Context: an optimization exercise on an open-source flow, tuned for small area, a short achievable clock period and few clock cycles per item. The choices shown serve that exercise and are no tape-out recipe.
Function was checked by simulation only, so behaviour that the tests miss may differ from the original.

==> flow/design.v (excerpt) <==
module running_mean_variance_stats_top (
  input  wire logic                                    clk,
  input  wire logic                                    rst,
  input  wire logic                                    in_valid,
  output logic                                         in_stall,
  input  wire logic                                    cmd,
  input  wire logic signed [rmvs_pkg::SAMPLE_BITS-1:0] sample,
  output logic                                         out_valid,
  input  wire logic                                    out_stall,
  output logic [rmvs_pkg::COUNT_BITS-1:0]              sample_count,
  output logic signed [rmvs_pkg::TOTAL_BITS-1:0]       total,
  output logic signed [rmvs_pkg::SAMPLE_BITS-1:0]      smallest,
  output logic signed [rmvs_pkg::SAMPLE_BITS-1:0]      largest,
  output logic signed [rmvs_pkg::MEAN_BITS-1:0]        mean_q8,
  output logic [rmvs_pkg::VAR_BITS-1:0]                variance_q8,
  output logic [rmvs_pkg::STD_BITS-1:0]                std_dev_q8,
  output logic                                         has_data,
  output logic                                         variance_valid,
  output logic                                         count_saturated
);
Size: about 7500 cells after synthesis, ~650 flip-flops, about 55000 um2 of cells after synthesis.
make LEC_CHECK=0 ABC_AREA=1 CAP_MARGIN=5 CORE_MARGIN=2 CORE_UTILIZATION=45 SETUP_SLACK_MARGIN=2.2 SLEW_MARGIN=5 finish   # period 9.5 ns
run.sh (not shown) runs the stock make flow with config.mk's settings and CLKGATE_MAP_FILE= SYNTH_SCRIPT=/design/flow/synth_recipe.tcl, a recipe that flattens the netlist after the stock synthesis.
The starting point finished with timing, DRC and antenna clean.
Testbench counts at the start, summed over its fixed seeds: cycles 43,352, items 4,800.
==> next run, changes <==
CORE_UTILIZATION = 40   (was 45)
SETUP_SLACK_MARGIN = 2.5   (was 2.2)
Global-route usage drops by 2.9 points. Clock-buffer cell count drops by 5.

Setup of north:
running_mean_variance_stats_top again, from the RTL that the note above started with.
Settings: LEC_CHECK=0, ABC_AREA=1, CAP_MARGIN=20, CORE_MARGIN=2, CORE_UTILIZATION=40, SLEW_MARGIN=20; clock period 9.5 ns.
Having completed the whole flow, north delivered a layout that passed the timing, DRC and antenna checks.
Testbench counts of north, summed over its fixed seeds: cycles 43,352, items 4,800.
[inputs] south vs north
# north
export LEC_CHECK = 0
export ABC_AREA = 1
export CAP_MARGIN = 20
export CORE_MARGIN = 2
export CORE_UTILIZATION = 40
export SLEW_MARGIN = 20
create_clock -name core_clock -period 9.5 [get_ports {clk}]
# south
export LEC_CHECK = 0
export ABC_AREA = 1
export CAP_MARGIN = 5
export CORE_MARGIN = 2
export CORE_UTILIZATION = 40
export SETUP_SLACK_MARGIN = 2.0
export SLEW_MARGIN = 5
create_clock -name core_clock -period 9.5 [get_ports {clk}]
==> comparison <==
Compared to north, south has cell area 4.7% higher. Changes observed in south relative to north: number of fillers in the final layout shows a reduction of 231; number of detailed-route iterations in the first pass shows a reduction of 2; clock-buffer cell count shows an increase of about 5%. north has lower maximum frequency than south. Looking at critical path capture point, the u_back.rem1[30]$_DFFE_PP_ result is from north; the u_back.rem1[28]$_DFFE_PP_ one comes from south.
Input changes introduced in east (baseline for comparison: south):
# south
export LEC_CHECK = 0
export ABC_AREA = 1
export CAP_MARGIN = 5
export CORE_MARGIN = 2
export CORE_UTILIZATION = 40
export SETUP_SLACK_MARGIN = 2.0
export SLEW_MARGIN = 5
create_clock -name core_clock -period 9.5 [get_ports {clk}]
# east
export LEC_CHECK = 0
export ABC_AREA = 1
export CAP_MARGIN = 5
export CORE_MARGIN = 2
export CORE_UTILIZATION = 40
export CTS_CLUSTER_DIAMETER = 70
export CTS_CLUSTER_SIZE = 28
export SETUP_SLACK_MARGIN = 2.2
export SLEW_MARGIN = 5
create_clock -name core_clock -period 9.5 [get_ports {clk}]
--- outcome ---
- In east, area added between synthesis and finish is higher than in south.
- Taking south as the reference, in east worst setup slack +53 ps; portion of the clock cycle consumed by the worst path in the final layout shows a reduction of 0.55 points; final design instance area without fill saw an increase; final standard cell utilization of the core shows an increase of 1.2 points.

running_mean_variance_stats_top again, from the RTL that the note above started with.
clock: 9.5 ns
lec_check: 0
abc_area: 1
cap_margin: 0
core_margin: 2
core_utilization: 40
setup_slack_margin: 2.2
slew_margin: 0
The baseline completed with no timing, DRC or antenna violations.
Testbench counts at the start, summed over its fixed seeds: cycles 43,352, items 4,800.
Then changed:
CAP_MARGIN = 20   (was 0)
CORE_UTILIZATION = 55   (was 40)
SLEW_MARGIN = 20   (was 0)
=> Die area drops by 27%; sequential share of layout area rose by 0.22 points; clock skew falls by 15 ps.
Then changed:
CAP_MARGIN = 5   (was 20)
CORE_UTILIZATION = 40   (was 55)
SLEW_MARGIN = 5   (was 20)
After rerunning: First-iteration DRC count went down by 18%. Worst hold slack stays flat. Fmax went up by 3.3%. Wire length went up by 4.6%. Clock-buffer cell count went down by 7. Worst setup slack is better by 240 ps. Via count went down by 1.3%. Final cell count went up by 5.6%.
Then changed:
CAP_MARGIN = 20   (was 5)
SLEW_MARGIN = 20   (was 5)
After rerunning: Setup slack degrades by 13 ps; register-to-register slack stays flat; final area climbs by 1.1%; count of clock-buffer cells in the layout is higher by 12; core utilization grows by 0.51 points.

running_mean_variance_stats_top, a different RTL version from the one above (not shown whole).
Size: about 190 I/O pins, ~0.058 mm^2 of cells after synthesis.
Design running_mean_variance_stats_top, start of the top module:
module running_mean_variance_stats_top (
  input  wire logic                                    clk,
  input  wire logic                                    rst,
  input  wire logic                                    in_valid,
  output logic                                         in_stall,
  input  wire logic                                    cmd,
  input  wire logic signed [rmvs_pkg::SAMPLE_BITS-1:0] sample,
  output logic                                         out_valid,
  input  wire logic                                    out_stall,
  output logic [rmvs_pkg::COUNT_BITS-1:0]              sample_count,
  output logic signed [rmvs_pkg::TOTAL_BITS-1:0]       total,
  output logic signed [rmvs_pkg::SAMPLE_BITS-1:0]      smallest,
  output logic signed [rmvs_pkg::SAMPLE_BITS-1:0]      largest,
  output logic signed [rmvs_pkg::MEAN_BITS-1:0]        mean_q8,
  output logic [rmvs_pkg::VAR_BITS-1:0]                variance_q8,
  output logic [rmvs_pkg::STD_BITS-1:0]                std_dev_q8,
  output logic                                         has_data,
  output logic                                         variance_valid,
  output logic                                         count_saturated
);
  localparam logic [3:0] PH_LAST = 4'(rmvs_pkg::EPOCH - 1);
  logic [3:0] ph;
  logic       last;
  logic       adv;
  logic       take;
  logic       add;
  logic       m_vld;
  logic       v1_vld;
  logic       v2_vld;
  ...
Settings: LEC_CHECK=0, ABC_AREA=1, CAP_MARGIN=20, CORE_MARGIN=2, CORE_UTILIZATION=40, SETUP_SLACK_MARGIN=1.2, SLEW_MARGIN=20; clock period 9.5 ns.
Testbench counts at the start, summed over its fixed seeds: cycles 43,352, items 4,800.
==> next run, changes <==
ABC_AREA = not set   (was 1)
CORE_UTILIZATION = 65   (was 40)
SETUP_SLACK_MARGIN = not set   (was 1.2)
Result: Flip-flop and latch count stays the same. Clock skew rose by 0.0093 ns. Die area fell by 39%. Synthesized area fell by 0.88%. Register-to-register slack degrades by 1.3 ns. Design area fell by 2.3%. First-iteration DRC count rose by 13%.

port drivers added, routing unchanged:
In the flow no input, the clock included, has a driving cell. The finished layouts below were timed again as built, in two steps. Step 1 sets driving cells, clkbuf_16 on the clock port and buf_2 on the other inputs (assumed; they add their load-dependent delay and slew). Step 2, shift: input delay + t, output delay - t, t = (earliest + latest rising clock arrival at the registers) / 2. This alone moves slack from input paths to output paths. Slacks: ideal / step 1 / step 2; pairs: ideal / step 1.
run	t (ns)	setup WS [ns]	worst setup path after step 2	slew at the worst register clock pin (ns)	worst slew at a driven data input, ns
the first run of note 1	0.762	2.360 / 2.360 / 2.360	register to register	0.08 / 0.08	0.17
the second run of note 1	0.748	2.297 / 2.297 / 2.297	register to register	0.09 / 0.09	0.17
north	0.743	0.700 / 0.700 / 0.700	register to register	0.07 / 0.07	0.20
south	0.751	2.241 / 2.241 / 2.241	register to register	0.08 / 0.08	0.17
east	0.736	2.294 / 2.294 / 2.294	register to register	0.10 / 0.10	0.18
the first run of note 3	0.746	2.362 / 2.362 / 2.362	register to register	0.07 / 0.07	0.17
the second run of note 3	0.726	2.126 / 2.126 / 2.126	register to register	0.07 / 0.07	0.16
the third run of note 3	0.746	2.362 / 2.362 / 2.362	register to register	0.07 / 0.07	0.17
the fourth run of note 3	0.768	2.349 / 2.349 / 2.349	register to register	0.07 / 0.07	0.20
the first run of note 4	0.751	1.606 / 1.606 / 1.606	register to register	0.07 / 0.07	0.08
the second run of note 4	0.738	0.284 / 0.284 / 0.284	register to register	0.07 / 0.07	0.04
After both steps setup and hold are still met in every run listed.
